This design comes from an exercise in tuning for small area on the open sky130 flow, not from production work. At most, simulation tests tie the RTL to the original design; equivalence was not proved. The RTL of run 1 was laid out without a check of its function.

==> flow/design.v <==
package lpg_pkg;
	localparam logic [1:0] MODE_SOLID  = 2'd0;
	localparam logic [1:0] MODE_BLINK  = 2'd1;
	localparam logic [1:0] MODE_DOUBLE = 2'd2;
	localparam logic [1:0] MODE_BREATH = 2'd3;
	localparam logic [2:0] REG_MODE     = 3'd0;
	localparam logic [2:0] REG_RED      = 3'd1;
	localparam logic [2:0] REG_GREEN    = 3'd2;
	localparam logic [2:0] REG_BLUE     = 3'd3;
	localparam logic [2:0] REG_INTERVAL = 3'd4;
	localparam logic [15:0] BLINK_INTERVAL_RESET = 16'd500;
endpackage
import lpg_pkg::*;
module lpg_cfg_regs
(
	input  logic        clk,
	input  logic        arst_n,
	input  logic        cfg_we,
	input  logic [2:0]  cfg_index,
	input  logic [15:0] cfg_wdata,
	output logic [1:0]  mode,
	output logic [23:0] color,       
	output logic [15:0] interval,
	output logic        ramp_restart
);
	always_ff @(posedge clk or negedge arst_n) begin
		if (!arst_n) begin
			mode     <= MODE_SOLID;
			color    <= '0;
			interval <= BLINK_INTERVAL_RESET;
		end else if (cfg_we) begin
			case (cfg_index)
				REG_MODE:     mode          <= cfg_wdata[1:0];
				REG_RED:      color[7:0]    <= cfg_wdata[7:0];
				REG_GREEN:    color[15:8]   <= cfg_wdata[7:0];
				REG_BLUE:     color[23:16]  <= cfg_wdata[7:0];
				REG_INTERVAL: interval      <= cfg_wdata;
				default: begin
				end
			endcase
		end
	end
	assign ramp_restart = cfg_we && (cfg_index == REG_MODE) && (cfg_wdata[1:0] == MODE_BREATH);
endmodule
import lpg_pkg::*;
module lpg_core
(
	input  logic        clk,
	input  logic        arst_n,
	input  logic [1:0]  mode,
	input  logic [23:0] color,
	input  logic [15:0] interval,
	input  logic        ramp_restart,
	input  logic        s1_go,
	input  logic [31:0] now,
	output logic        emit,
	output logic        load,         
	output logic [38:0] result        
);
	logic [31:0] blink_last_q;
	logic        blink_on_q;
	logic [31:0] dbl_last_q;
	logic [2:0]  dbl_cnt_q;
	logic [5:0]  ramp_k_q;      
	logic        ramp_fall_q;   
	logic        blink_fire;
	logic        dbl_fire;
	logic [5:0]  k_d;
	logic        fall_d;
	logic [5:0]  k_sel;
	function automatic logic [31:0] sub32(input logic [31:0] a, input logic [31:0] b);
		logic br;
		logic [31:0] d;
		br = 1'b0;
		for (int i = 0; i < 32; i++) begin
			d[i] = a[i] ^ b[i] ^ br;
			br   = (!a[i] & (b[i] | br)) | (b[i] & br);
		end
		sub32 = d;
	endfunction
	function automatic logic gt16(input logic [15:0] a, input logic [15:0] b);
		logic g;
		g = 1'b0;
		for (int i = 0; i < 16; i++)
			g = (a[i] & !b[i]) | (!(a[i] ^ b[i]) & g);
		gt16 = g;
	endfunction
	logic [31:0] last;
	logic [15:0] limit;
	logic [31:0] diff;
	logic        fire;
	assign last  = mode[0] ? blink_last_q : dbl_last_q;
	assign limit = mode[0] ? interval : 16'd100;
	assign diff  = sub32(now, last);
	assign fire  = (|diff[31:16]) || gt16(diff[15:0], limit);
	assign blink_fire = fire;
	assign dbl_fire   = fire;
	always_comb begin
		if (ramp_fall_q) begin
			k_d    = ramp_k_q - 6'd1;
			fall_d = (ramp_k_q != 6'd1);
		end else begin
			k_d    = ramp_k_q + 6'd1;
			fall_d = (ramp_k_q == 6'd49);
		end
	end
	always_comb begin
		load = 1'b1;
		case (mode)
			MODE_SOLID: begin
				emit  = 1'b1;
				k_sel = 6'd50;
			end
			MODE_BLINK: begin
				emit  = blink_fire;
				k_sel = blink_on_q ? 6'd0 : 6'd50;
			end
			MODE_DOUBLE: begin
				emit  = dbl_fire;
				k_sel = dbl_cnt_q[1] ? 6'd0 : 6'd50;
				load  = !dbl_cnt_q[2];
			end
			default: begin
				emit  = 1'b1;
				k_sel = ramp_k_q;
			end
		endcase
	end
	lpg_scale_mul u_red   (.c(color[7:0]),   .k(k_sel), .y(result[12:0]));
	lpg_scale_mul u_green (.c(color[15:8]),  .k(k_sel), .y(result[25:13]));
	lpg_scale_mul u_blue  (.c(color[23:16]), .k(k_sel), .y(result[38:26]));
	always_ff @(posedge clk or negedge arst_n) begin
		if (!arst_n) begin
			blink_last_q <= '0;
			blink_on_q   <= 1'b0;
			dbl_last_q   <= '0;
			dbl_cnt_q    <= '0;
			ramp_k_q     <= 6'd1;
			ramp_fall_q  <= 1'b0;
		end else begin
			if (s1_go && (mode == MODE_BLINK) && blink_fire) begin
				blink_on_q   <= !blink_on_q;
				blink_last_q <= now;
			end
			if (s1_go && (mode == MODE_DOUBLE) && dbl_fire) begin
				dbl_cnt_q  <= dbl_cnt_q + 3'd1;
				dbl_last_q <= now;
			end
			if (ramp_restart) begin
				ramp_k_q    <= 6'd1;
				ramp_fall_q <= 1'b0;
			end else if (s1_go && (mode == MODE_BREATH)) begin
				ramp_k_q    <= k_d;
				ramp_fall_q <= fall_d;
			end
		end
	end
endmodule
module lpg_scale_mul
(
	input  logic [7:0]  c,
	input  logic [5:0]  k,
	output logic [12:0] y       
);
	logic [13:0] acc;
	logic [13:0] sum;
	logic [13:0] pp;
	logic        cy;
	always_comb begin
		acc = '0;
		for (int j = 0; j < 6; j++) begin
			pp = ({6'd0, c} & {14{k[j]}}) << j;
			cy = 1'b0;
			for (int i = 0; i < 14; i++) begin
				sum[i] = acc[i] ^ pp[i] ^ cy;
				cy     = (acc[i] & pp[i]) | (acc[i] & cy) | (pp[i] & cy);
			end
			acc = sum;
		end
		y = acc[13:1];
	end
endmodule
module lpg_scale_div
(
	input  logic [12:0] y,      
	output logic [7:0]  q       
);
	logic [4:0] s;
	logic [3:0] d;
	logic       b;
	logic       qq;
	always_comb begin
		s = y[12:8];
		for (int j = 7; j >= 0; j--) begin
			b    = y[j];
			qq   = (s >= 5'd13) || ((s == 5'd12) && b);
			d    = s[3:0] - 4'd13 + {3'd0, b};
			q[j] = qq;
			s    = qq ? {d, !b} : {s[3:0], b};
		end
	end
endmodule
import lpg_pkg::*;
module led_pattern_generator
(
	input  logic        clk,
	input  logic        arst_n,
	input  logic        cfg_we,
	input  logic [2:0]  cfg_index,
	input  logic [15:0] cfg_wdata,
	input  logic        s_tvalid,
	output logic        s_tready,
	input  logic [31:0] s_tdata,   
	output logic        m_tvalid,
	input  logic        m_tready,
	output logic [23:0] m_tdata    
);
	logic [1:0]  mode;
	logic [23:0] color;
	logic [15:0] interval;
	logic        ramp_restart;
	logic        valid_s1;
	logic [31:0] now_s1;
	logic        valid_s2;
	logic [38:0] prod_s2;
	logic [23:0] color_s2;
	logic [23:0] color_q;
	logic        out_free;
	logic        s2_free;
	logic        s1_go;
	logic        emit;
	logic        load;
	logic [38:0] result;
	assign out_free = !m_tvalid || m_tready;
	assign s2_free  = !valid_s2 || out_free;
	assign s1_go    = valid_s1 && s2_free;
	assign s_tready = !valid_s1 || s2_free;
	always_ff @(posedge clk or negedge arst_n) begin
		if (!arst_n) begin
			valid_s1 <= 1'b0;
		end else if (s_tready) begin
			valid_s1 <= s_tvalid;
		end
	end
	always_ff @(posedge clk) begin
		if (s_tready) begin
			now_s1 <= s_tdata;
		end
	end
	lpg_cfg_regs u_cfg (
		.clk          (clk),
		.arst_n       (arst_n),
		.cfg_we       (cfg_we),
		.cfg_index    (cfg_index),
		.cfg_wdata    (cfg_wdata),
		.mode         (mode),
		.color        (color),
		.interval     (interval),
		.ramp_restart (ramp_restart)
	);
	lpg_core u_core (
		.clk          (clk),
		.arst_n       (arst_n),
		.mode         (mode),
		.color        (color),
		.interval     (interval),
		.ramp_restart (ramp_restart),
		.s1_go        (s1_go),
		.now          (now_s1),
		.emit         (emit),
		.load         (load),
		.result       (result)
	);
	always_ff @(posedge clk or negedge arst_n) begin
		if (!arst_n) begin
			valid_s2 <= 1'b0;
			prod_s2  <= '0;
			m_tvalid <= 1'b0;
		end else begin
			if (s2_free) begin
				valid_s2 <= valid_s1 && emit;
			end
			if (s1_go && emit && load) begin
				prod_s2 <= result;
			end
			if (out_free) begin
				m_tvalid <= valid_s2;
			end
		end
	end
	lpg_scale_div u_div_red   (.y(prod_s2[12:0]),  .q(color_s2[7:0]));
	lpg_scale_div u_div_green (.y(prod_s2[25:13]), .q(color_s2[15:8]));
	lpg_scale_div u_div_blue  (.y(prod_s2[38:26]), .q(color_s2[23:16]));
	always_ff @(posedge clk) begin
		if (out_free) begin
			color_q <= color_s2;
		end
	end
	assign m_tdata = color_q;
endmodule
==> flow/run.sh <==
#!/bin/bash
# synth_recipe.tcl (not shown) runs the flow's synth.tcl, then flattens the netlist and writes it again
# the make line also repeats each setting of config.mk as NAME=value (left out here)
make -C /OpenROAD-flow-scripts/flow DESIGN_CONFIG=/design/flow/config.mk WORK_HOME=/design/flow/orfs CLKGATE_MAP_FILE= SYNTH_SCRIPT=/design/flow/synth_recipe.tcl finish
==> flow/config.mk <==
export PLATFORM = sky130hd
export DESIGN_NAME = led_pattern_generator
export DESIGN_NICKNAME = led_pattern_generator
export VERILOG_FILES = /design/flow/design.v
export SDC_FILE = /design/flow/constraint.sdc
export NUM_CORES = 4
export LEC_CHECK = 0
export CAP_MARGIN = 20
export CORE_MARGIN = 2
export CORE_UTILIZATION = 40
export SLEW_MARGIN = 20
==> flow/constraint.sdc <==
create_clock -name core_clock -period 10.0 [get_ports {clk}]
set_input_delay 2.0000 -clock core_clock [delete_from_list [all_inputs] [get_ports {clk}]]
set_output_delay 2.0000 -clock core_clock [all_outputs]
set_load 0.01 [all_outputs]
==> results of run 1 <==
[per-stage QoR]
stage,worst slack [ns],setup TNS (ns)
floorplan,-1.39,-137.54
global placement,-1.41,-145.01
detailed placement,-1.49,-154.19
CTS,-1.48,-150.51
global route,-1.86,-191.40
finish,-1.54,-154.33
[cell usage after synthesis (all sizes together) (6+ instances only)]
| cell type | count |
|---|---|
| dfstp | 7 |
| or3 | 11 |
| nor4 | 8 |
| xor2 | 14 |
| nor3 | 23 |
| nand3 | 19 |
| nand2 | 152 |
| a211oi | 8 |
| a31o | 6 |
| ha | 85 |
| a21oi | 54 |
| nand2b | 10 |
| mux2i | 26 |
| a211o | 6 |
| o31ai | 11 |
| a21o | 17 |
| o211ai | 18 |
| and2 | 50 |
| edfxtp | 56 |
| a31oi | 10 |
| mux2 | 150 |
| buf | 19 |
| xnor2 | 31 |
| o21ai | 71 |
| fa | 132 |
| and3 | 56 |
| dfrtp | 152 |
| clkbuf | 47 |
| inv | 176 |
| o32ai | 7 |
| nor2 | 57 |
[worst reg2reg max path, delay by kind of cell (launching register included)]
| family | cells | cell delay [ns] |
|---|---|---|
| DFF | 1 | 0.41 |
| and+or+nand+nor | 2 | 0.20 |
| buffers and inverters | 12 | 0.84 |
| adders and majority gates | 31 | 8.78 |
| AOI/OAI and AO/OA | 3 | 0.57 |
| muxes | 2 | 0.61 |
[cell type report]
class / count / area [um2] / share of cell area [%]
Clock inverter: 14 / 169 / 0.838
Timing Repair Buffer: 126 / 1440 / 7.16
Tap cell: 539 / 674 / 3.35
Sequential cell: 215 / 5670 / 28.1
Inverter: 176 / 661 / 3.28
Clock buffer: 36 / 781 / 3.87
Multi-Input combinational cell: 1149 / 10800 / 53.4
[timing repair]
action | in CTS | in global routing
cloned | 4 | 7
resized for setup | 31 | 35
buffers inserted | 2 | 6
pin swaps | 0 | 2
hold buffers | 0 | 0
endpoints found under the setup margin | 108 | 108
hold endpoints to repair | 0 | 0
[cell usage in the layout (no fill, tap or decap), types with 29 or more instances in the layout]
master and n:
fa_1 102, clkdlybuf4s50_1 80, clkbuf_16 33, and3_1 56, mux2_2 100, edfxtp_1 56, nand2_1 141, o21ai_1 29
a21oi_1 50, nor2_1 55, and2_1 48, fa_2 30, dfrtp_1 151, o21ai_0 35, inv_1 164, ha_1 84
mux2_4 49
[registers in the layout, indices dropped and copies added (netlist names)]
signal	cells
color_q	24
m_tvalid	1
now_s1	32
prod_s2	39
u_cfg.color	24
u_cfg.interval	16
u_cfg.mode	2
u_core.blink_last_q	32
u_core.blink_on_q	1
u_core.dbl_cnt_q	3
u_core.dbl_last_q	32
u_core.ramp_fall_q	1
u_core.ramp_k_q	6
valid_s1	1
valid_s2	1
[routing by layer]
layer / vias to the layer above / wire [um] / global-route usage (%)
met4: 0 / 821 / 3.25
met2: 157 / 17700 / 28.6
met1: 5992 / 17200 / 22.7
met3: 48 / 998 / 2.15
li1: 5812 / - / -
met5: - / 0 / 0
[how the worst min path moves through the flow]
stage                              from                  end  slack [ns]
floorplan                      valid_s2             m_tvalid        0.42
global placement               valid_s2             m_tvalid        0.44
detailed placement             valid_s2             m_tvalid        0.45
CTS                            valid_s2             m_tvalid        0.47
global route        u_core.dbl_cnt_q[2]  u_core.dbl_cnt_q[2]        0.50
finish                         valid_s2             m_tvalid        0.47
[cell families after synthesis]
logic type,Yosys count,share of synthesized area (%)
compound gates,285,12.3
xor+xnor,45,2.36
fa+ha+maj,217,21.8
buf+inv,242,5.57
flops,215,33.4
mux,176,11.5
simple gates,426,13.1
==> results.cfg, run 1 <==
[grt]
antenna_found_initial = 0
grt_pass1_wl_um = 60900
grt_overflow_total = 0
track_usage_pct = 16.6
grt_start_max_net_pins = 87
grt_pass1_vias = 12200

[synth]
synth_top_area_cell = dfrtp_1
synth_edf_count = 56
syn_inst = 1606
synth_cell_types = 109
synth_area_leaders = dfrtp_1 (22%), fa_1 (16%), edfxtp_1 (9.9%)
yosys_warnings = 5
synth-main-ff-cell = dfrtp_1
synthArstFlopShare_pct = 74.0
seq_area_frac_synth_pct = 33.4
ys_seq_elements = 215
synth_top_area_share_pct = 22.4
syn_area_per_cell_um2 = 10.6
synth_area_um2 = 17000
syn-num-nets = 1879

[outcome]
status = finished with violations
so.violations = setup timing

[flow_run]
maxCapViolations = 0

[clock_network]
cts.sinks = 215
clk_latency_ns = 0.57
cts_tree = done
cts_root_buf = clkbuf_16
htree_levels = 1
numCtsBuffers = 27
cts_buffer_depth = 3
path_clk_slew_ns = 0.06

[sta]
worst_slack_ns = -1.54
rsz0062_at_grt = yes
period_needed_ns = 11.54
skew_ns = 0.0203
period_share_pct = 115
whs_ns = 0.465
setup_viol = 108
slew_headroom_pct = 31.4
max_freq_mhz = 86.6
hold_viol_final = 0
slew_viol_final = 0
worstMarginPinSlew_ns = 1.01

[place]
dpl_cell_area_um2 = 18700
place_inst = 2188
port_buffers = 81
dp_hpwl_um = 26500
gp_congestion = 0.815

[worst_setup_path]
crit_path_end_kind = flop
worstSetupStartpoint = u_cfg.mode[0]
timing.rr.end = prod_s2[17]
reg2regPathDepth = 50
path_buf_inv = 12
worst_path_most_repeated_cell = fa_2
criticalPathCategory = reg -> reg
path_delay_family = adder cells
critical-path-max-stage-delay_ns = 0.52
endpoint = prod_s2[17]
r2r_start = u_cfg.mode[0]
critPathMaxFanout = 6
start_kind = flop
rrSetupSlack_ns = -1.54
critPathRequiredTime_ns = 10.43
critPathSlowestCell = fa_2
arrival_ns = 11.98
worst-path-stages = 50

[finish]
diodes = 0
nets = 1968
utilization_pct = 48.1
fillers = 3784
fin_area_um2 = 20200
instances_no_fill = 2255
layout-drive-gt1-share_pct = 21.0
syn2layout_area_growth_pct = 18.6

[routing]
drc = 0
routed-via-count = 12000
routed_wl_um = 36800
wl_per_cell_um = 16.3
via_per_inst = 5.33
drt_iter0_drc = 529
ant_nets = 0
firstDrtPassIters = 5

[min_path]
min_path_type = reg -> reg
hold_path_depth = 2

[die]
ioPinCount = 82
core_um2 = 41900
fp-row-count = 75
initial_core_util_pct = 40.5
die-area_um2 = 44100
die_w_um = 210
die_h_um = 210
==> run 2, diff against run 1 <==
--- a/flow/design.v
+++ b/flow/design.v
@@ -68,15 +68,15 @@
 	logic [5:0]  k_d;
 	logic        fall_d;
 	logic [5:0]  k_sel;
-	function automatic logic [31:0] sub32(input logic [31:0] a, input logic [31:0] b);
-		logic br;
-		logic [31:0] d;
-		br = 1'b0;
-		for (int i = 0; i < 32; i++) begin
-			d[i] = a[i] ^ b[i] ^ br;
-			br   = (!a[i] & (b[i] | br)) | (b[i] & br);
+	function automatic logic [16:0] add16(input logic [15:0] a, input logic [15:0] b, input logic cin);
+		logic        c;
+		logic [15:0] sm;
+		c = cin;
+		for (int i = 0; i < 16; i++) begin
+			sm[i] = a[i] ^ b[i] ^ c;
+			c     = (a[i] & b[i]) | (c & (a[i] | b[i]));
 		end
-		sub32 = d;
+		add16 = {c, sm};
 	endfunction
 	function automatic logic gt16(input logic [15:0] a, input logic [15:0] b);
 		logic g;
@@ -87,12 +87,24 @@
 	endfunction
 	logic [31:0] last;
 	logic [15:0] limit;
-	logic [31:0] diff;
+	logic [16:0] lo;
+	logic        c1;
+	logic [15:0] ha;
+	logic [15:0] hb;
+	logic        hi_zero;
 	logic        fire;
 	assign last  = mode[0] ? blink_last_q : dbl_last_q;
 	assign limit = mode[0] ? interval : 16'd100;
-	assign diff  = sub32(now, last);
-	assign fire  = (|diff[31:16]) || gt16(diff[15:0], limit);
+	assign lo = add16(now[15:0], ~last[15:0], 1'b1);
+	assign c1 = lo[16];
+	assign ha = now[31:16];
+	assign hb = ~last[31:16];
+	always_comb begin
+		hi_zero = ((ha[0] ^ hb[0]) == c1);
+		for (int i = 1; i < 16; i++)
+			hi_zero = hi_zero && ((ha[i] ^ hb[i]) == (ha[i-1] | hb[i-1]));
+	end
+	assign fire       = !hi_zero || gt16(lo[15:0], limit);
 	assign blink_fire = fire;
 	assign dbl_fire   = fire;
 	always_comb begin
@@ -162,20 +174,33 @@
 	input  logic [5:0]  k,
 	output logic [12:0] y       
 );
+	function automatic logic [27:0] csa(input logic [13:0] a, input logic [13:0] b,
+		input logic [13:0] d);
+		logic [13:0] sm;
+		logic [13:0] cr;
+		sm = a ^ b ^ d;
+		cr = (a & b) | (a & d) | (b & d);
+		csa = {cr[12:0], 1'b0, sm};
+	endfunction
+	logic [13:0] pp [6];
+	logic [27:0] s1;
+	logic [27:0] s2;
+	logic [27:0] s3;
+	logic [27:0] s4;
 	logic [13:0] acc;
-	logic [13:0] sum;
-	logic [13:0] pp;
 	logic        cy;
 	always_comb begin
-		acc = '0;
 		for (int j = 0; j < 6; j++) begin
-			pp = ({6'd0, c} & {14{k[j]}}) << j;
-			cy = 1'b0;
-			for (int i = 0; i < 14; i++) begin
-				sum[i] = acc[i] ^ pp[i] ^ cy;
-				cy     = (acc[i] & pp[i]) | (acc[i] & cy) | (pp[i] & cy);
-			end
-			acc = sum;
+			pp[j] = ({6'd0, c} & {14{k[j]}}) << j;
+		end
+		s1 = csa(pp[0], pp[1], pp[2]);
+		s2 = csa(pp[3], pp[4], pp[5]);
+		s3 = csa(s1[13:0], s1[27:14], s2[13:0]);
+		s4 = csa(s3[13:0], s3[27:14], s2[27:14]);
+		cy = 1'b0;
+		for (int i = 0; i < 14; i++) begin
+			acc[i] = s4[i] ^ s4[14+i] ^ cy;
+			cy     = (s4[i] & s4[14+i]) | (cy & (s4[i] ^ s4[14+i]));
 		end
 		y = acc[13:1];
 	end
--- a/flow/config.mk
+++ b/flow/config.mk
@@ -5,7 +5,9 @@
 export SDC_FILE = /design/flow/constraint.sdc
 export NUM_CORES = 4
 export LEC_CHECK = 0
+export ABC_AREA = 1
 export CAP_MARGIN = 20
 export CORE_MARGIN = 2
 export CORE_UTILIZATION = 40
+export CTS_BUF_LIST = sky130_fd_sc_hd__clkbuf_4 sky130_fd_sc_hd__clkbuf_8
 export SLEW_MARGIN = 20
==> results.cfg, run 2 <==
[outcome]
status = complete, no violations

[sta]
max_freq_mhz = 112
slew_headroom_pct = 32.3
rsz0062_at_grt = no
skew_ns = 0.0163
period_needed_ns = 8.92
hold_viol_final = 0
slew_viol_final = 0
period_share_pct = 89.2
setup_viol = 0
worstMarginPinSlew_ns = 1.01
fin_tns_setup_ns = 0

[finish]
final_cell_mix = nand2_1 (418), inv_1 (278), o21ai_0 (153)
nets = 2295
regMostFlops = prod_s2
utilization_pct = 46.3
diodes = 0
layout-drive-gt1-share_pct = 14.5
largest_reg_flops = 39
instances_no_fill = 2583
syn2layout_area_growth_pct = 14.2
final_common_cell = nand2_1
fin_area_um2 = 19000

[clock_network]
htree_levels = 2
cts_tree = done
cts.sinks = 215
cts_resized = 0
post-cts-setup-buffers = 0
cts_buffer_depth = 3
clk_latency_ns = 0.60
path_clk_slew_ns = 0.06
cts_root_buf = clkbuf_8
numCtsBuffers = 43
cts_hold_buf = 0

[worst_setup_path]
worst_path_most_repeated_cell = fa_1
critical-path-max-stage-delay_ns = 0.64
rrSetupSlack_ns = 1.08
critPathRequiredTime_ns = 10.45
crit_path_end_kind = flop
critPathSlowestCell = dfrtp_2
critPathMaxFanout = 66
start_kind = flop
arrival_ns = 9.36
criticalPathCategory = reg -> reg

[die]
core_um2 = 40900
fp-row-count = 74
die_h_um = 208
ioPinCount = 82
die_w_um = 208
die-area_um2 = 43100
initial_core_util_pct = 40.6

[place]
dpl_cell_area_um2 = 18000
dp_hpwl_um = 24400
place_inst = 2503
gp_congestion = 0.808
port_buffers = 81

[synth]
yosys_warnings = 6
synth_most_common_cell = nand2_1
synth_cell_types = 49
synth_area_um2 = 16600
synth_top_area_share_pct = 22.9
syn-num-nets = 2204
syn_area_per_cell_um2 = 8.62
syn_inst = 1925
synth_edf_count = 56
synth-main-ff-cell = dfrtp_1
synth_area_leaders = dfrtp_1 (23%), fa_1 (14%), edfxtp_1 (10%)
synth_top_area_cell = dfrtp_1
ys_seq_elements = 215
seq_area_frac_synth_pct = 34.2
synthArstFlopShare_pct = 74.0
synth_common_cells = nand2_1 (418), inv_1 (278), o21ai_0 (153)

[grt]
grt_overflow_total = 0
grt_start_max_net_pins = 82
grt_pass1_wl_um = 58000
track_usage_pct = 16.0
grt_pass1_vias = 12400
antenna_found_initial = 0

[routing]
routed_wl_um = 33300
firstDrtPassIters = 4
ant_nets = 0
routed-via-count = 12400
drc = 0
drt_iter0_drc = 609
wl_per_cell_um = 12.9
via_per_inst = 4.80

[min_path]
min_path_type = reg -> reg

[flow_run]
maxCapViolations = 0
## run 2: changes by cell type in the layout (fill, tap and decap cells not counted), moves of 92 or more
cell and delta:
nand2_1 +277, o21ai_0 +118, inv_1 +114, nor2_1 +96, nand3_1 +93, mux2_2 -92
## run 2: routing by layer
layer  wire length [um]  GRT usage [%]  share of wire (%)
met4                801           5.72                2.4
met5                  0              0                  0
met2              15400           26.3                 46
met3               1360           2.87                4.1
met1              15700           21.3                 47
## run 2: logic make-up (layout without fill, tap and decap cells)
logic type / Yosys count / count (layout) / share of synthesized area (%)
xor+xnor: 45 / 45 / 2.37
buf+inv: 347 / 473 / 7.94
simple gates: 878 / 878 / 25.9
fa+ha+maj: 223 / 223 / 22.0
flops: 215 / 215 / 34.2
mux: 22 / 22 / 1.39
compound gates: 195 / 195 / 6.30
## run 2: cell type report
class | instances | area [um2]
timing repair buffer | 92 | 911
multi-input combinational | 1363 | 9620
tap | 532 | 666
fill | 3957 | 22000
sequential | 215 | 5670
inverter | 301 | 1140
clock buffer | 69 | 831
clock inverter | 11 | 119
## run 2: critical path, delay by kind of cell, from the launching register on
kind	cells	cell delay, ns
AOI/OAI and AO/OA	2	0.46
and+or+nand+nor	7	0.93
DFF	1	0.64
buffers and inverters	6	0.73
adders and majority gates	17	5.95
## run 2: metrics by stage
| stage | hold WS [ns] | setup WS (ns) |
|---|---|---|
| 6_report | 0.443 | 1.08 |
| 5_1_grt | 0.461 | 0.488 |
| 4_1_cts | 0.448 | 1.01 |
| 3_5_place_dp | 0.436 | 1.01 |
| 3_3_place_gp | 0.434 | 1.19 |
| 2_1_floorplan | 0.423 | 1.21 |
## run 2: worst paths after layout
path                                                 to          start  cells past startpoint
worst min register to register                 m_tvalid       valid_s2                      2
max in group asynchronous                 u_cfg.mode[0]         arst_n                      2
worst max-delay path                        prod_s2[34]  u_cfg.mode[0]                     32
worst max register to register              prod_s2[34]  u_cfg.mode[0]                     32
worst min-delay path                           m_tvalid       valid_s2                      2
min in group asynchronous       u_core.blink_last_q[24]         arst_n                      1
==> run 3, diff against run 2 <==
--- a/flow/config.mk
+++ b/flow/config.mk
@@ -8,6 +8,7 @@
 export ABC_AREA = 1
 export CAP_MARGIN = 20
 export CORE_MARGIN = 2
-export CORE_UTILIZATION = 40
-export CTS_BUF_LIST = sky130_fd_sc_hd__clkbuf_4 sky130_fd_sc_hd__clkbuf_8
+export CORE_UTILIZATION = 65
+export CTS_BUF_LIST = sky130_fd_sc_hd__clkbuf_2 sky130_fd_sc_hd__clkbuf_4
+export CTS_CLUSTER_SIZE = 20
 export SLEW_MARGIN = 20
==> results.cfg, run 3 <==
[finish]
syn2layout_area_growth_pct = 11.8
nets = 2313
largest_reg_flops = 39
layout-drive-gt1-share_pct = 15.5
final_cell_mix = nand2_1 (418), inv_1 (278), o21ai_0 (153)
regMostFlops = prod_s2
fin_area_um2 = 18600
final_common_cell = nand2_1

[clock_network]
cts_buffer_depth = 3
cts_hold_buf = 0
cts_root_buf = clkbuf_4
cts_tree = done
cts.sinks = 215
path_clk_slew_ns = 0.07
post-cts-setup-buffers = 0
cts_resized = 0
numCtsBuffers = 58
clk_latency_ns = 0.71
htree_levels = 2

[synth]
synth_cell_types = 49
synth_area_leaders = dfrtp_1 (23%), fa_1 (14%), edfxtp_1 (10%)
yosys_warnings = 6
ys_seq_elements = 215
synth_area_um2 = 16600
synth_common_cells = nand2_1 (418), inv_1 (278), o21ai_0 (153)
synth_most_common_cell = nand2_1
seq_area_frac_synth_pct = 34.2
syn_inst = 1925
synthArstFlopShare_pct = 74.0
syn_area_per_cell_um2 = 8.62
synth_edf_count = 56
synth_top_area_cell = dfrtp_1
synth_top_area_share_pct = 22.9
synth-main-ff-cell = dfrtp_1
syn-num-nets = 2204

[worst_setup_path]
rrSetupSlack_ns = 1.00
critical-path-max-stage-delay_ns = 0.52
start_kind = flop
path_buf_inv = 4
criticalPathCategory = reg -> reg
r2r_start = u_cfg.mode[0]
crit_path_end_kind = flop
critPathRequiredTime_ns = 10.58
reg2regPathDepth = 27
timing.rr.end = u_core.dbl_last_q[22]
worst_path_most_repeated_cell = fa_1
critPathMaxFanout = 38
critPathSlowestCell = dfrtp_2
arrival_ns = 9.58
path_delay_family = adder cells

[die]
die-area_um2 = 26800
fp-row-count = 58
die_h_um = 164
initial_core_util_pct = 66.1
core_um2 = 25100
die_w_um = 164
ioPinCount = 82

[grt]
grt_pass1_vias = 12700
grt_overflow_total = 0
grt_pass1_wl_um = 56300
grt_start_max_net_pins = 85
track_usage_pct = 25.3
antenna_found_initial = 1

[sta]
max_freq_mhz = 111
hold_viol_final = 0
fin_tns_setup_ns = 0
period_needed_ns = 9.00
skew_ns = 0.0386
setup_viol = 0
slew_headroom_pct = 35.5
slew_viol_final = 0
period_share_pct = 90.0
worstMarginPinSlew_ns = 0.965
rsz0062_at_grt = no

[routing]
ant_nets = 0
wl_per_cell_um = 13.4
routed_wl_um = 32300
drt_iter0_drc = 685
firstDrtPassIters = 5
via_per_inst = 5.27
drc = 0
routed-via-count = 12700

[outcome]
status = complete, no violations

[min_path]
whs_endpoint = m_tvalid
hold_path_depth = 2
holdCritStartpoint = valid_s2
min_path_type = reg -> reg

[flow_run]
maxCapViolations = 0

[place]
port_buffers = 81
dp_hpwl_um = 24100
dpl_cell_area_um2 = 17800
gp_congestion = 0.860
[run 3: how the worst max path moves through the flow]
stage | cells after the start | end | from | slack (ns)
floorplan | 29 | u_core.dbl_cnt_q[1] | u_cfg.mode[0] | 1.21
global placement | 27 | u_core.dbl_last_q[24] | u_cfg.mode[0] | 1.14
detailed placement | 27 | u_core.dbl_last_q[29] | u_cfg.mode[0] | 0.98
CTS | 27 | u_core.dbl_last_q[19] | u_cfg.mode[0] | 0.97
global route | 30 | prod_s2[30] | u_cfg.mode[0] | 0.39
finish | 27 | u_core.dbl_last_q[22] | u_cfg.mode[0] | 1.00
[run 3: layout make-up]
cell class / count / area (um2)
diodes: 3 / 7.51
clock buffers: 97 / 728
clock inverters: 9 / 45.0
fillers: 1971 / 6550
inverters: 301 / 1140
multi-input cells: 1363 / 9620
flip-flops and latches: 215 / 5670
well taps: 330 / 413
repair buffers: 95 / 933
[run 3: logic make-up after synthesis]
group                    share of synthesized area [%]
XOR/XNOR                                          2.37
buffers and inverters                             7.94
flip-flops                                        34.2
AO/OA/AOI/OAI                                     6.30
AND/OR/NAND/NOR                                   25.9
multiplexers                                      1.39
adder cells (fa/ha/maj)                           22.0
[run 3: through the flow]
stage	hold WS, ns	worst slack [ns]	utilization (%)	cells
final	0.464	1.00	73.9	2413
after CTS	0.476	0.968	73.9	2410
after global routing	0.501	0.386	73.9	2413
after global placement	0.459	1.14	70.8	2304
after floorplan	0.423	1.21	-	1925
after detailed placement	0.468	0.976	70.8	2304
[run 3: per-layer routing]
metal	vias to the layer above	part of all wire, %	wire [um]	track usage [%]
met1	6065	43	14000	32.0
met4	0	2.3	729	7.50
met3	69	3.9	1270	3.54
met2	236	51	16300	45.3
met5	-	0	0	0
li1	6335	-	-	-
[run 3: worst min-delay path: stages (launching register included)]
cell	delay, ns
dfrtp_1	0.32
inv_1	0.06
nand2_1	0.06
==> run 4, diff against run 3 <==
==> flow/flow/run.sh (new file) <==
#!/bin/bash
# Own layout flow: the standard layout (standard.sh) with
#  - synthesis by flow/synth.tcl (the standard script without adder extraction and with the
#    ABC script flow/area.abc; same registers as the standard synthesis),
#  - port buffers of the smallest buffer cell,
#  - clock tree without dummy loads, in clusters of up to 12 flip-flops.
# The make output goes to flow_make.log in the work folder; ORFS's per-step logs stay under
# orfs/logs/.
set -euo pipefail
W=$(pwd)
export MY_ABC_SCRIPT="$W/flow/area.abc"
export BUFFER_PORTS_ARGS="-buffer_cell sky130_fd_sc_hd__buf_1"
export CTS_ARGS="-sink_clustering_enable -repair_clock_nets -dont_use_dummy_load -buf_list {sky130_fd_sc_hd__clkbuf_4 sky130_fd_sc_hd__clkbuf_8 sky130_fd_sc_hd__clkbuf_16} -sink_clustering_size 12 -sink_clustering_max_diameter 50"
bash "$W/standard.sh" SYNTH_SCRIPT="$W/flow/synth.tcl" finish > "$W/flow_make.log" 2>&1
==> flow/flow/area.abc (new file) <==
strash
&get -n
&fraig -x
&put
scorr
dc2
dretime
strash
&get -n
&dch -f
&nf -R 1000
&put
buffer -c
upsize -c
dnsize -c
==> flow/flow/synth.tcl (new file) <==
# The standard synthesis script (synth_recipe.tcl), with two changes that touch only the
# combinational logic: Yosys's full/half-adder extraction is skipped, and ABC runs the
# area-oriented script in $MY_ABC_SCRIPT instead of ORFS's. Registers are mapped by the same
# dfflibmap step as in the standard synthesis, so their names and cell types are unchanged.
proc synth {args} { yosys synth -nofsm -noshare {*}$args }
proc extract_fa {args} { puts "extract_fa skipped" }
proc abc {args} {
  set i [lsearch $args -script]
  if {$i >= 0} { set args [lreplace $args $i [expr {$i + 1}] -script $::env(MY_ABC_SCRIPT)] }
  yosys abc {*}$args
}
source $::env(SCRIPTS_DIR)/synth.tcl
# left out here: clear keep_hierarchy, flatten, clean up, hide names made inside functions, write 1_2_yosys.v
==> flow/standard.sh (new file) <==
#!/bin/bash
# synth_recipe.tcl (not shown) runs the flow's synth.tcl, then flattens the netlist and writes it again
# the make line also repeats each setting of config.mk as NAME=value (left out here)
make -C /OpenROAD-flow-scripts/flow DESIGN_CONFIG=/design/flow/config.mk WORK_HOME=/design/flow/orfs CLKGATE_MAP_FILE= SYNTH_SCRIPT=/design/flow/synth_recipe.tcl "${@:-finish}"
==> flow/config.mk (replaced) <==
export PLATFORM = sky130hd
export DESIGN_NAME = led_pattern_generator
export DESIGN_NICKNAME = led_pattern_generator
export VERILOG_FILES = /design/flow/design.v
export SDC_FILE = /design/flow/constraint.sdc
export NUM_CORES = 4
export LEC_CHECK = 0
export CAP_MARGIN = 20
export CORE_MARGIN = 2
export CORE_UTILIZATION = 65
export SLEW_MARGIN = 20
removed: flow/run.sh
==> results.cfg, run 4 <==
[clock_network]
cts.sinks = 215
path_clk_slew_ns = 0.06
cts_root_buf = clkbuf_16
cts_hold_buf = 0
cts_buffer_depth = 3
htree_levels = 1
numCtsBuffers = 25
clk_latency_ns = 0.52
post-cts-setup-buffers = 0
cts_tree = done
cts_resized = 0

[sta]
period_needed_ns = 7.89
period_share_pct = 78.9
setup_viol = 0
hold_viol_final = 0
whs_ns = 0.474
fin_tns_setup_ns = 0
rsz0062_at_grt = no
slew_viol_final = 0
max_freq_mhz = 127
slew_headroom_pct = 36.9
skew_ns = 0.0325
worstMarginPinSlew_ns = 0.946

[die]
die_h_um = 154
initial_core_util_pct = 66.6
ioPinCount = 82
core_um2 = 21900
die_w_um = 154
fp-row-count = 54
die-area_um2 = 23700

[worst_setup_path]
critPathSlowestCell = dfrtp_2
start_kind = flop
critical-path-max-stage-delay_ns = 0.68
crit_path_end_kind = flop
path_buf_inv = 2
critPathRequiredTime_ns = 10.39
critPathMaxFanout = 41
path_delay_family = adder cells
criticalPathCategory = reg -> reg
arrival_ns = 8.28
worst_path_most_repeated_cell = maj3_1

[synth]
synth_area_leaders = dfrtp_1 (26%), edfxtp_1 (12%), xnor2_1 (10%)
synth_area_um2 = 14600
synthArstFlopShare_pct = 74.0
ys_seq_elements = 215
synth_top_area_share_pct = 26.1
synth-main-ff-cell = dfrtp_1
syn_inst = 1678
seq_area_frac_synth_pct = 38.9
synth_most_common_cell = nand2_1
yosys_warnings = 6
synth_top_area_cell = dfrtp_1
synth_cell_types = 71
syn-num-nets = 1734
synth_common_cells = nand2_1 (327), nor2_1 (204), xnor2_1 (168)
synth_edf_count = 56
syn_area_per_cell_um2 = 8.69

[finish]
diodes = 0
final_cell_mix = nand2_1 (327), nor2_1 (204), xnor2_1 (168)
largest_reg_flops = 39
nets = 1796
utilization_pct = 71.9
final_common_cell = nand2_1
layout-drive-gt1-share_pct = 8.80
seqCellArea_um2 = 5670
syn2layout_area_growth_pct = 7.93
multi_input_area_um2 = 8450
regMostFlops = prod_s2
fillers = 1752

[place]
dp_hpwl_um = 20900
gp_congestion = 0.828
port_buffers = 81

[grt]
antenna_found_initial = 0
track_usage_pct = 24.7
grt_pass1_vias = 10700
grt_start_max_net_pins = 73
grt_pass1_wl_um = 49600
grt_overflow_total = 0

[flow_run]
maxCapViolations = 0

[routing]
via_per_inst = 5.60
drc = 0
ant_nets = 0
routed_wl_um = 29000
firstDrtPassIters = 7
routed-via-count = 11300
drt_iter0_drc = 636
wl_per_cell_um = 14.4

[min_path]
min_path_type = reg -> reg

[outcome]
status = complete, no violations
==> run 4: cell types whose count changed in the layout (fill, tap and decap cells not counted), moves of 96 or more <==
cell and change:
inv_1 -219, xnor2_1 +147, ha_1 -109, fa_1 -114
clkbuf_4 -96
==> run 4: final cells by class <==
class	count	share of cell area [%]
Inverter	63	1.50
Sequential cell	215	36.0
Timing Repair Buffer	95	2.62
Tap cell	280	2.23
Multi-Input combinational cell	1340	53.7
Clock buffer	25	3.97
==> run 4: path summary, 6_finish.rpt <==
check / startpoint / to / slack (ns) / depth (start not counted)
setup / recovery: u_cfg.mode[0] / prod_s2[20] / 2.11 / 26
hold / removal: u_core.dbl_last_q[30] / u_core.dbl_last_q[30] / 0.47 / 2
setup reg to reg: u_cfg.mode[0] / prod_s2[20] / 2.11 / 26
hold reg to reg: u_core.dbl_last_q[30] / u_core.dbl_last_q[30] / 0.47 / 2
max in group asynchronous: arst_n / u_cfg.color[9] / 7.30 / 2
min in group asynchronous: arst_n / valid_s1 / 1.44 / 1
==> run 4: kinds of logic after synthesis <==
family	count (synthesis)	share of synthesized area (%)
adders and majority gates	52	3.58
DFF	215	38.9
xor gates and xnor gates	244	14.8
AOI/OAI and AO/OA	230	10.1
and+or+nand+nor	696	20.7
buffers and inverters	123	3.27
muxes	118	8.80
==> run 4: through the flow <==
step / worst slack (ns) / std cells / cell area, um2
after global routing: 1.59 / 2018 / 15700
after floorplan: 3.30 / 1678 / 14600
after global placement: 2.25 / 1993 / 15100
after CTS: 2.07 / 2018 / 15700
after detailed placement: 2.12 / 1993 / 15100
final: 2.11 / 2018 / 15700
==> run 4: worst reg2reg max path: cells and delay by family, from the launching register on <==
family	cells	cell delay, ns
adders and majority gates	12	4.40
AOI/OAI and AO/OA	6	1.05
buffers and inverters	2	0.52
xor gates and xnor gates	1	0.15
DFF	1	0.68
muxes	2	0.55
and+or+nand+nor	3	0.43
==> run 4: per-layer routing <==
metal | wire (um) | vias up | track usage (%)
li1 | - | 5755 | -
met1 | 13000 | 5280 | 32.4
met2 | 14400 | 226 | 44.7
met3 | 1270 | 41 | 2.90
met4 | 382 | 0 | 4.81
met5 | 0 | - | 0
==> run 5, diff against run 4 <==
==> flow/flow/run.sh (replaced) <==
#!/bin/bash
# Own layout flow: the standard layout (standard.sh) with
#  - synthesis by flow/synth.tcl (the standard script without adder extraction and with the
#    ABC script flow/area.abc; same registers as the standard synthesis),
#  - port buffers of the smallest buffer cell,
#  - clock tree without dummy loads, from clkbuf_8, in clusters of up to 16 flip-flops.
# The make output goes to flow_make.log in the work folder; ORFS's per-step logs stay under
# orfs/logs/.
set -euo pipefail
W=$(pwd)
export MY_ABC_SCRIPT="$W/flow/area.abc"
export BUFFER_PORTS_ARGS="-buffer_cell sky130_fd_sc_hd__buf_1"
export CTS_ARGS="-sink_clustering_enable -repair_clock_nets -dont_use_dummy_load -buf_list {sky130_fd_sc_hd__clkbuf_8} -sink_clustering_size 16 -sink_clustering_max_diameter 60"
bash "$W/standard.sh" SYNTH_SCRIPT="$W/flow/synth.tcl" finish > "$W/flow_make.log" 2>&1
==> results.cfg, run 5 <==
[outcome]
status = complete, no violations

[finish]
fillers = 1826
seqCellArea_um2 = 5670
nets = 1790
largest_reg_flops = 39
layout-drive-gt1-share_pct = 8.49
multi_input_area_um2 = 8450
diodes = 0
regMostFlops = prod_s2
syn2layout_area_growth_pct = 5.43
final_cell_mix = nand2_1 (327), nor2_1 (204), xnor2_1 (168)
final_common_cell = nand2_1

[die]
die_w_um = 154
die-area_um2 = 23700
fp-row-count = 54
ioPinCount = 82
die_h_um = 154
initial_core_util_pct = 66.6
core_um2 = 21900

[clock_network]
numCtsBuffers = 19
htree_levels = 1
cts_resized = 0
cts.sinks = 215
path_clk_slew_ns = 0.10
post-cts-setup-buffers = 0
clk_latency_ns = 0.54
cts_root_buf = clkbuf_8
cts_tree = done
cts_buffer_depth = 3
cts_hold_buf = 0

[routing]
drc = 0
routed_wl_um = 28300
ant_nets = 0
drt_iter0_drc = 575
firstDrtPassIters = 5
wl_per_cell_um = 14.1
via_per_inst = 5.59
routed-via-count = 11200

[synth]
synth_cell_types = 71
synthArstFlopShare_pct = 74.0
synth-main-ff-cell = dfrtp_1
synth_area_leaders = dfrtp_1 (26%), edfxtp_1 (12%), xnor2_1 (10%)
synth_area_um2 = 14600
seq_area_frac_synth_pct = 38.9
synth_top_area_cell = dfrtp_1
synth_top_area_share_pct = 26.1
synth_edf_count = 56
yosys_warnings = 6
syn_inst = 1678
syn_area_per_cell_um2 = 8.69
ys_seq_elements = 215
synth_most_common_cell = nand2_1
syn-num-nets = 1734
synth_common_cells = nand2_1 (327), nor2_1 (204), xnor2_1 (168)

[grt]
antenna_found_initial = 0
grt_pass1_wl_um = 48500
grt_overflow_total = 0
grt_start_max_net_pins = 73
grt_pass1_vias = 10600
track_usage_pct = 24.1

[sta]
period_needed_ns = 7.91
worstMarginPinSlew_ns = 0.947
period_share_pct = 79.1
setup_viol = 0
max_freq_mhz = 126
slew_viol_final = 0
skew_ns = 0.0663
hold_viol_final = 0
rsz0062_at_grt = no
slew_headroom_pct = 36.9
fin_tns_setup_ns = 0

[worst_setup_path]
critPathMaxFanout = 41
arrival_ns = 8.33
criticalPathCategory = reg -> reg
start_kind = flop
crit_path_end_kind = flop
rrSetupSlack_ns = 2.09
timing.rr.end = prod_s2[20]
reg2regPathDepth = 26
r2r_start = u_cfg.mode[0]
critPathRequiredTime_ns = 10.41

[place]
gp_congestion = 0.828
port_buffers = 81
dp_hpwl_um = 20900

[min_path]
hold_path_depth = 2
min_path_type = reg -> reg
whs_endpoint = u_core.dbl_last_q[31]
holdCritStartpoint = u_core.dbl_last_q[31]

[flow_run]
maxCapViolations = 0
-- run 5: cell counts after synthesis --
Identical to the previous run, type by type.
-- run 5: final cells by class --
type,instances,share of cell area (%)
Multi-Input combinational cell,1340,54.9
Clock buffer,19,1.70
Sequential cell,215,36.9
Inverter,63,1.54
Tap cell,280,2.28
Timing Repair Buffer,95,2.69
-- run 5: through the flow --
stage / hold WS, ns / setup slack (ns) / cells / cell area, um2 / util [%]
2_1_floorplan: 0.442 / 3.30 / 1678 / 14600 / -
3_3_place_gp: 0.459 / 2.25 / 1993 / 15100 / 69.1
3_5_place_dp: 0.462 / 2.12 / 1993 / 15100 / 69.1
4_1_cts: 0.484 / 2.07 / 2012 / 15400 / 70.2
5_1_grt: 0.497 / 1.59 / 2012 / 15400 / 70.2
6_report: 0.480 / 2.09 / 2012 / 15400 / 70.2
-- run 5: critical path, stage by stage (launching register included) --
cell,delay [ns]
dfrtp_2,0.70
mux2i_1,0.18
nor2_1,0.18
inv_1,0.09
maj3_1,0.40
maj3_1,0.41
xnor2_1,0.15
maj3_1,0.34
maj3_1,0.36
maj3_1,0.36
maj3_1,0.36
maj3_1,0.36
maj3_1,0.36
maj3_1,0.37
maj3_1,0.35
nor2_1,0.10
a31oi_1,0.05
maj3_1,0.38
maj3_1,0.35
o21ai_0,0.08
a32o_1,0.14
and3_1,0.15
o21ai_1,0.10
o21bai_1,0.20
a21o_2,0.47
buf_4,0.43
mux2_1,0.36
-- run 5: cell families after synthesis --
group | Yosys count | synth area share, %
xor+xnor | 244 | 14.8
compound gates | 230 | 10.1
buf+inv | 123 | 3.27
flops | 215 | 38.9
fa+ha+maj | 52 | 3.58
simple gates | 696 | 20.7
mux | 118 | 8.80
-- run 5: metal layers --
| layer | GRT usage, % | vias up | wire length (um) |
|---|---|---|---|
| met1 | 31.9 | 5246 | 12900 |
| met3 | 2.51 | 34 | 1080 |
| met4 | 5.29 | 0 | 500 |
| met2 | 43.1 | 222 | 13800 |
| li1 | - | 5745 | - |
| met5 | 0 | - | 0 |
-- run 5: how the worst max path moves through the flow --
stage | from | endpoint | slack, ns | cells after the start
floorplan | u_cfg.mode[0] | prod_s2[25] | 3.30 | 27
global placement | u_cfg.mode[0] | prod_s2[21] | 2.25 | 25
detailed placement | u_cfg.mode[0] | prod_s2[20] | 2.12 | 26
CTS | u_cfg.mode[0] | prod_s2[20] | 2.07 | 26
global route | u_cfg.mode[0] | prod_s2[20] | 1.59 | 26
finish | u_cfg.mode[0] | prod_s2[20] | 2.09 | 26
==> run 6, diff against run 5 <==
--- a/flow/design.v
+++ b/flow/design.v
@@ -58,8 +58,10 @@
 	output logic [38:0] result        
 );
 	logic [31:0] blink_last_q;
+	logic        blink_seen_q;
 	logic        blink_on_q;
 	logic [31:0] dbl_last_q;
+	logic        dbl_seen_q;
 	logic [2:0]  dbl_cnt_q;
 	logic [5:0]  ramp_k_q;      
 	logic        ramp_fall_q;   
@@ -93,7 +95,8 @@
 	logic [15:0] hb;
 	logic        hi_zero;
 	logic        fire;
-	assign last  = mode[0] ? blink_last_q : dbl_last_q;
+	assign last  = ({32{mode[0] && blink_seen_q}} & blink_last_q)
+	             | ({32{!mode[0] && dbl_seen_q}} & dbl_last_q);
 	assign limit = mode[0] ? interval : 16'd100;
 	assign lo = add16(now[15:0], ~last[15:0], 1'b1);
 	assign c1 = lo[16];
@@ -141,22 +144,34 @@
 	lpg_scale_mul u_red   (.c(color[7:0]),   .k(k_sel), .y(result[12:0]));
 	lpg_scale_mul u_green (.c(color[15:8]),  .k(k_sel), .y(result[25:13]));
 	lpg_scale_mul u_blue  (.c(color[23:16]), .k(k_sel), .y(result[38:26]));
+	logic blink_load;
+	logic dbl_load;
+	assign blink_load = s1_go && (mode == MODE_BLINK) && blink_fire;
+	assign dbl_load   = s1_go && (mode == MODE_DOUBLE) && dbl_fire;
+	always_ff @(posedge clk) begin
+		if (blink_load) begin
+			blink_last_q <= now;
+		end
+		if (dbl_load) begin
+			dbl_last_q <= now;
+		end
+	end
 	always_ff @(posedge clk or negedge arst_n) begin
 		if (!arst_n) begin
-			blink_last_q <= '0;
+			blink_seen_q <= 1'b0;
 			blink_on_q   <= 1'b0;
-			dbl_last_q   <= '0;
+			dbl_seen_q   <= 1'b0;
 			dbl_cnt_q    <= '0;
 			ramp_k_q     <= 6'd1;
 			ramp_fall_q  <= 1'b0;
 		end else begin
-			if (s1_go && (mode == MODE_BLINK) && blink_fire) begin
+			if (blink_load) begin
+				blink_seen_q <= 1'b1;
 				blink_on_q   <= !blink_on_q;
-				blink_last_q <= now;
 			end
-			if (s1_go && (mode == MODE_DOUBLE) && dbl_fire) begin
+			if (dbl_load) begin
+				dbl_seen_q <= 1'b1;
 				dbl_cnt_q  <= dbl_cnt_q + 3'd1;
-				dbl_last_q <= now;
 			end
 			if (ramp_restart) begin
 				ramp_k_q    <= 6'd1;
==> flow/flow/run.sh (replaced) <==
#!/bin/bash
# Own layout flow: the standard layout (standard.sh) with
#  - synthesis by flow/synth.tcl (the standard script with adder extraction only in the
#    multiplier and with the ABC script flow/area.abc; same registers as the standard
#    synthesis),
#  - port buffers of the smallest buffer cell,
#  - clock tree without dummy loads, from clkbuf_8, in clusters of up to 16 flip-flops.
# The make output goes to flow_make.log in the work folder; ORFS's per-step logs stay under
# orfs/logs/.
set -euo pipefail
W=$(pwd)
export MY_ABC_SCRIPT="$W/flow/area.abc"
export SYNTH_KEEP_MODULES="lpg_scale_mul"
export BUFFER_PORTS_ARGS="-buffer_cell sky130_fd_sc_hd__buf_1"
export CTS_ARGS="-sink_clustering_enable -repair_clock_nets -dont_use_dummy_load -buf_list {sky130_fd_sc_hd__clkbuf_8} -sink_clustering_size 16 -sink_clustering_max_diameter 60"
bash "$W/standard.sh" SYNTH_SCRIPT="$W/flow/synth.tcl" finish > "$W/flow_make.log" 2>&1
==> flow/flow/synth.tcl (replaced) <==
# The standard synthesis script (synth_recipe.tcl), with two changes that touch only the
# combinational logic: Yosys's full/half-adder extraction runs only on the multiplier module
# (kept as a separate module until the final flatten by SYNTH_KEEP_MODULES in run.sh), and
# ABC runs the area-oriented script in $MY_ABC_SCRIPT instead of ORFS's. Registers are mapped by the same
# dfflibmap step as in the standard synthesis, so their names and cell types are unchanged.
proc synth {args} { yosys synth -nofsm -noshare {*}$args }
proc extract_fa {args} { yosys extract_fa {*}$args lpg_scale_mul }
proc abc {args} {
  set i [lsearch $args -script]
  if {$i >= 0} { set args [lreplace $args $i [expr {$i + 1}] -script $::env(MY_ABC_SCRIPT)] }
  yosys abc {*}$args
}
source $::env(SCRIPTS_DIR)/synth.tcl
# left out here: clear keep_hierarchy, flatten, clean up, hide names made inside functions, write 1_2_yosys.v
==> results.cfg, run 6 <==
[synth]
synth_top_area_share_pct = 25.4
synthArstFlopShare_pct = 44.7
synth-main-ff-cell = edfxtp_1
synth_area_um2 = 14200
yosys_warnings = 6
syn-num-nets = 1448
synth_edf_count = 120
synth_top_area_cell = edfxtp_1
syn_inst = 1263
seq_area_frac_synth_pct = 42.6
synth_area_leaders = edfxtp_1 (25%), dfrtp_1 (16%), fa_1 (14%)
synth_most_common_cell = inv_1
synth_cell_types = 75
syn_area_per_cell_um2 = 11.2
ys_seq_elements = 217
synth_common_cells = inv_1 (137), edfxtp_1 (120), nand2_1 (120)

[grt]
grt_pass1_vias = 9156
grt_use_met2_pct = 41.4
grt_pass1_wl_um = 43200
use_met3_pct = 2.99
grtUsageMet1_pct = 31.0
grt_overflow_total = 0
track_usage_pct = 23.5
grt_start_max_net_pins = 62
antenna_found_initial = 0
top_usage_layer = met2

[worst_setup_path]
criticalPathCategory = reg -> reg
path_buf_inv = 4
arrival_ns = 7.14
rrSetupSlack_ns = 3.00
critPathMaxFanout = 36
start_kind = flop
timing.rr.end = u_core.blink_last_q[6]
worst_path_most_repeated_cell = a21oi_1
r2r_start = u_cfg.mode[0]
critPathSlowestCell = or3b_2
critical-path-max-stage-delay_ns = 0.52
critPathRequiredTime_ns = 10.14
endpoint = u_core.blink_last_q[6]
reg2regPathDepth = 27
worst-path-stages = 27
worstSetupStartpoint = u_cfg.mode[0]
crit_path_end_kind = flop
path_delay_family = compound AO/OA/AOI/OAI gates

[flow_run]
maxCapViolations = 0

[routing]
wl_per_cell_um = 15.6
firstDrtPassIters = 5
routed-via-count = 9086
ant_nets = 0
drc = 0
via_per_inst = 5.55
drt_iter0_drc = 309
routed_wl_um = 25500

[clock_network]
path_clk_slew_ns = 0.09
numCtsBuffers = 22
post-cts-setup-buffers = 0
htree_levels = 1
cts_resized = 0
clk_latency_ns = 0.55
cts_buffer_depth = 3
cts_hold_buf = 0
cts.sinks = 217
cts_tree = done
cts_root_buf = clkbuf_8

[die]
initial_core_util_pct = 65.6
die-area_um2 = 23000
core_um2 = 21600
die_h_um = 152
die_w_um = 152
fp-row-count = 54
ioPinCount = 82

[sta]
slew_headroom_pct = 39.4
slew_viol_final = 0
fin_tns_setup_ns = 0
period_share_pct = 70.0
rsz0062_at_grt = no
hold_viol_final = 0
skew_ns = 0.0602
worstMarginPinSlew_ns = 0.907
max_freq_mhz = 143
whs_ns = 0.482
period_needed_ns = 7.00
setup_viol = 0

[finish]
layout-drive-gt1-share_pct = 13.5
diodes = 0
nets = 1545
final_cell_mix = inv_1 (137), nand2_1 (120), edfxtp_1 (120)
syn2layout_area_growth_pct = 6.91
fillers = 1677
largest_reg_flops = 39
regMostFlops = prod_s2
final_common_cell = inv_1

[min_path]
holdCritStartpoint = u_core.blink_seen_q
min_path_type = reg -> reg
hold_path_depth = 1

[place]
dp_hpwl_um = 18700
gp_congestion = 0.813
port_buffers = 81

[outcome]
status = complete, no violations
[run 6: changes by cell type in the layout (fill, tap and decap cells not counted), moves of 15 or more]
cell	previous run	this run
nand2_1	327	120
nor2_1	204	58
mux2i_1	36	1
inv_1	59	137
edfxtp_1	56	120
ha_1	0	30
and2_1	9	89
xor2_1	75	32
o21ai_0	60	25
fa_1	0	99
dfrtp_1	151	90
nor2b_1	23	8
xnor2_1	168	70
maj3_1	51	12
[run 6: area by class of cell]
cell class                 count  area [um2]  area share [%]
sequential                   217        6040            39.8
inverter                     138         518            3.42
timing repair buffer          94         405            2.67
clock buffer                  22         303            2.00
multi-input combinational    887        7550            49.8
tap                          280         350            2.31
[run 6: how the worst min path moves through the flow]
stage | end | slack, ns
6_report | u_core.blink_seen_q | 0.48
5_1_grt | u_core.dbl_seen_q | 0.50
3_3_place_gp | u_core.dbl_seen_q | 0.45
4_1_cts | u_core.blink_seen_q | 0.48
2_1_floorplan | u_core.blink_seen_q | 0.43
3_5_place_dp | u_core.blink_seen_q | 0.46
[run 6: per-module statistics from Yosys (local to each module, per instance)]
module / times used / cell area, um2 / flops+latches / cells
led_pattern_generator: 1 / 10600 / 217 / 873
lpg_scale_mul: 3 / 1190 / 0 / 130
[run 6: metrics by stage]
| stage | setup slack, ns | instances | utilization, % | cell area, um2 |
|---|---|---|---|---|
| 6_report | 3.00 | 1638 | 70.2 | 15200 |
| 5_1_grt | 2.29 | 1638 | 70.2 | 15200 |
| 4_1_cts | 2.93 | 1638 | 70.2 | 15200 |
| 3_5_place_dp | 2.97 | 1616 | 68.8 | 14900 |
| 3_3_place_gp | 3.22 | 1616 | 68.8 | 14900 |
| 2_1_floorplan | 1.94 | 1263 | - | 14200 |
[run 6: kinds of logic after synthesis]
logic type,synth area share [%]
XOR/XNOR,6.53
adder cells (fa/ha/maj),17.6
AO/OA/AOI/OAI,6.75
buffers and inverters,4.29
flip-flops,42.6
AND/OR/NAND/NOR,15.6
multiplexers,6.66
[run 6: metal layers]
layer  wire length [um]  vias to the layer above  part of all wire, %
met3                915                       42                  3.6
met2              13000                      143                   51
met4                510                        0                  2.0
met1              11100                     4493                   43
li1                   -                     4408                    -
met5                  0                        -                    0
==> run 7, diff against run 6 <==
--- a/flow/design.v
+++ b/flow/design.v
@@ -314,15 +314,11 @@
 	always_ff @(posedge clk or negedge arst_n) begin
 		if (!arst_n) begin
 			valid_s2 <= 1'b0;
-			prod_s2  <= '0;
 			m_tvalid <= 1'b0;
 		end else begin
 			if (s2_free) begin
 				valid_s2 <= valid_s1 && emit;
 			end
-			if (s1_go && emit && load) begin
-				prod_s2 <= result;
-			end
 			if (out_free) begin
 				m_tvalid <= valid_s2;
 			end
@@ -332,6 +328,11 @@
 	lpg_scale_div u_div_green (.y(prod_s2[25:13]), .q(color_s2[15:8]));
 	lpg_scale_div u_div_blue  (.y(prod_s2[38:26]), .q(color_s2[23:16]));
 	always_ff @(posedge clk) begin
+		if (s1_go && emit && load) begin
+			prod_s2 <= result;
+		end
+	end
+	always_ff @(posedge clk) begin
 		if (out_free) begin
 			color_q <= color_s2;
 		end
==> results.cfg, run 7 <==
[finish]
largest_reg_flops = 39
nets = 1498
final_common_cell = edfxtp_1
syn2layout_area_growth_pct = 7.04
layout-drive-gt1-share_pct = 11.1
diodes = 0
instances_no_fill = 1586
final_cell_mix = edfxtp_1 (159), inv_1 (132), nand2_1 (113)
utilization_pct = 70.8
regMostFlops = prod_s2

[grt]
grt_overflow_total = 0
grt_pass1_wl_um = 40100
grt_pass1_vias = 8676
track_usage_pct = 21.9
antenna_found_initial = 0
grt_start_max_net_pins = 59

[routing]
wl_per_cell_um = 14.8
routed_wl_um = 23400
routed-via-count = 8591
drc = 0
ant_nets = 0
via_per_inst = 5.42
drt_iter0_drc = 271
firstDrtPassIters = 4

[sta]
max_freq_mhz = 131
worstMarginPinSlew_ns = 0.936
hold_viol_final = 0
fin_tns_setup_ns = 0
rsz0062_at_grt = no
period_needed_ns = 7.62
slew_viol_final = 0
slew_headroom_pct = 37.6
period_share_pct = 76.2
setup_viol = 0
skew_ns = 0.0655

[min_path]
hold_path_depth = 1
min_path_type = reg -> reg
whs_endpoint = u_core.blink_seen_q
holdCritStartpoint = u_core.blink_seen_q

[synth]
synth_common_cells = edfxtp_1 (159), inv_1 (132), nand2_1 (113)
seq_area_frac_synth_pct = 44.9
syn-num-nets = 1401
synth_area_um2 = 13900
syn_area_per_cell_um2 = 11.4
yosys_warnings = 6
synth_top_area_share_pct = 34.3
ys_seq_elements = 217
synth_top_area_cell = edfxtp_1
synthArstFlopShare_pct = 26.7
syn_inst = 1216
synth-main-ff-cell = edfxtp_1
synth_edf_count = 159
synth_area_leaders = edfxtp_1 (34%), fa_1 (14%), dfrtp_1 (9.2%)
synth_cell_types = 77
synth_most_common_cell = edfxtp_1

[clock_network]
cts_tree = done
path_clk_slew_ns = 0.10
cts_hold_buf = 0
cts_root_buf = clkbuf_8
numCtsBuffers = 21
clk_latency_ns = 0.55
post-cts-setup-buffers = 0
htree_levels = 1
cts.sinks = 217
cts_buffer_depth = 3
cts_resized = 0

[die]
ioPinCount = 82
die-area_um2 = 22600
die_h_um = 150
initial_core_util_pct = 66.1
die_w_um = 150
fp-row-count = 53
core_um2 = 21000

[worst_setup_path]
criticalPathCategory = reg -> reg
worst_path_most_repeated_cell = a21oi_1
critPathMaxFanout = 32
worst-path-stages = 32
r2r_start = u_cfg.mode[0]
path_buf_inv = 4
start_kind = flop
critical-path-max-stage-delay_ns = 0.96
rrSetupSlack_ns = 2.38
critPathSlowestCell = dfrtp_1
path_delay_family = compound AO/OA/AOI/OAI gates
critPathRequiredTime_ns = 10.17
crit_path_end_kind = flop
timing.rr.end = u_core.blink_last_q[26]
arrival_ns = 7.79
reg2regPathDepth = 32

[place]
dp_hpwl_um = 17300
gp_congestion = 0.798
port_buffers = 81
place_inst = 1565

[flow_run]
maxCapViolations = 0

[outcome]
status = complete, no violations
## run 7: changes by cell type after synthesis, moves of 6 or more
cell / change
dfrtp_1: -39
a22oi_1: +8
nor2_4: -6
a21oi_1: -9
mux2_2: -39
inv_2: +6
edfxtp_1: +39
nand2_1: -7
nor2_1: +14
## run 7: per-module statistics from Yosys, one instance, submodules excluded
| module | cells | flip-flops and latches |
|---|---|---|
| led_pattern_generator | 826 | 217 |
| lpg_scale_mul | 130 | 0 |
## run 7: logic make-up (layout without fill, tap and decap cells)
logic type               Yosys count  after routing  synth area share (%)
flip-flops                       217            217                  44.9
multiplexers                      46             46                  3.71
buffers and inverters            157            252                  4.26
AND/OR/NAND/NOR                  401            401                  15.1
adder cells (fa/ha/maj)          144            144                  18.1
AO/OA/AOI/OAI                    147            147                  7.35
XOR/XNOR                         104            104                  6.71
## run 7: worst max-delay path by stage
stage,startpoint,to,slack (ns)
2_1_floorplan,u_cfg.mode[0],prod_s2[0],2.50
3_3_place_gp,u_cfg.mode[0],u_core.blink_last_q[26],2.54
3_5_place_dp,u_cfg.mode[0],u_core.blink_last_q[27],2.36
4_1_cts,u_cfg.mode[0],u_core.blink_last_q[12],2.33
5_1_grt,u_cfg.mode[0],u_core.blink_last_q[26],1.76
6_report,u_cfg.mode[0],u_core.blink_last_q[26],2.38
## run 7: area by class of cell
type | count | area (um2)
Timing Repair Buffer | 91 | 380
Tap cell | 275 | 344
Inverter | 140 | 528
Multi-Input combinational cell | 842 | 7100
Sequential cell | 217 | 6230
Clock buffer | 21 | 289
Fill cell | 1530 | 6140
## run 7: routing by layer
metal  routed length [um]  GRT usage [%]  vias up
li1                     -              -     4265
met3                  896           2.55       32
met4                  411           5.09        0
met2                11600           39.2      142
met1                10500           28.9     4152
met5                    0              0        -
## run 7: metrics by stage
stage	area (um2)	hold WS, ns	setup slack, ns
2_1_floorplan	13900	0.428	2.50
3_3_place_gp	14600	0.457	2.54
3_5_place_dp	14600	0.462	2.36
4_1_cts	14900	0.485	2.33
5_1_grt	14900	0.513	1.76
6_report	14900	0.479	2.38

-- port drivers added, routing unchanged --
The results above use ideal ports. As a check the final layouts listed here were re-extracted and re-timed, cells and wires unchanged. Step 1 (the two cells are an assumption about what drives the block):
set clk [get_ports {clk}]
set_driving_cell -lib_cell sky130_fd_sc_hd__clkbuf_16 $clk
set_driving_cell -lib_cell sky130_fd_sc_hd__buf_2 [delete_from_list [all_inputs] $clk]
Step 2 adds t to the input delays and takes it off the output delays; t is the mean of the earliest and latest rising clock arrival at the registers after step 1. Input paths then give back, and output paths get back, about the clock's delay inside the block. Three values: ideal ports, drivers, drivers and shift; two values: the first two.
run | shift t [ns] | setup WS [ns] | worst register clock-pin slew, ns | worst data-port slew with drivers (ns)
run 1 | 0.604 | -1.543 / -1.543 / -1.543 | 0.06 / 0.06 | 0.04
run 2 | 0.643 | 1.084 / 1.084 / 1.084 | 0.06 / 0.06 | 0.04
run 3 | 0.736 | 1.001 / 1.001 / 1.001 | 0.07 / 0.07 | 0.04
run 4 | 0.552 | 2.108 / 2.108 / 2.108 | 0.06 / 0.06 | 0.04
run 5 | 0.553 | 2.086 / 2.086 / 2.086 | 0.10 / 0.10 | 0.04
run 6 | 0.558 | 3.004 / 3.004 / 3.004 | 0.10 / 0.10 | 0.04
run 7 | 0.554 | 2.380 / 2.380 / 2.380 | 0.10 / 0.10 | 0.03
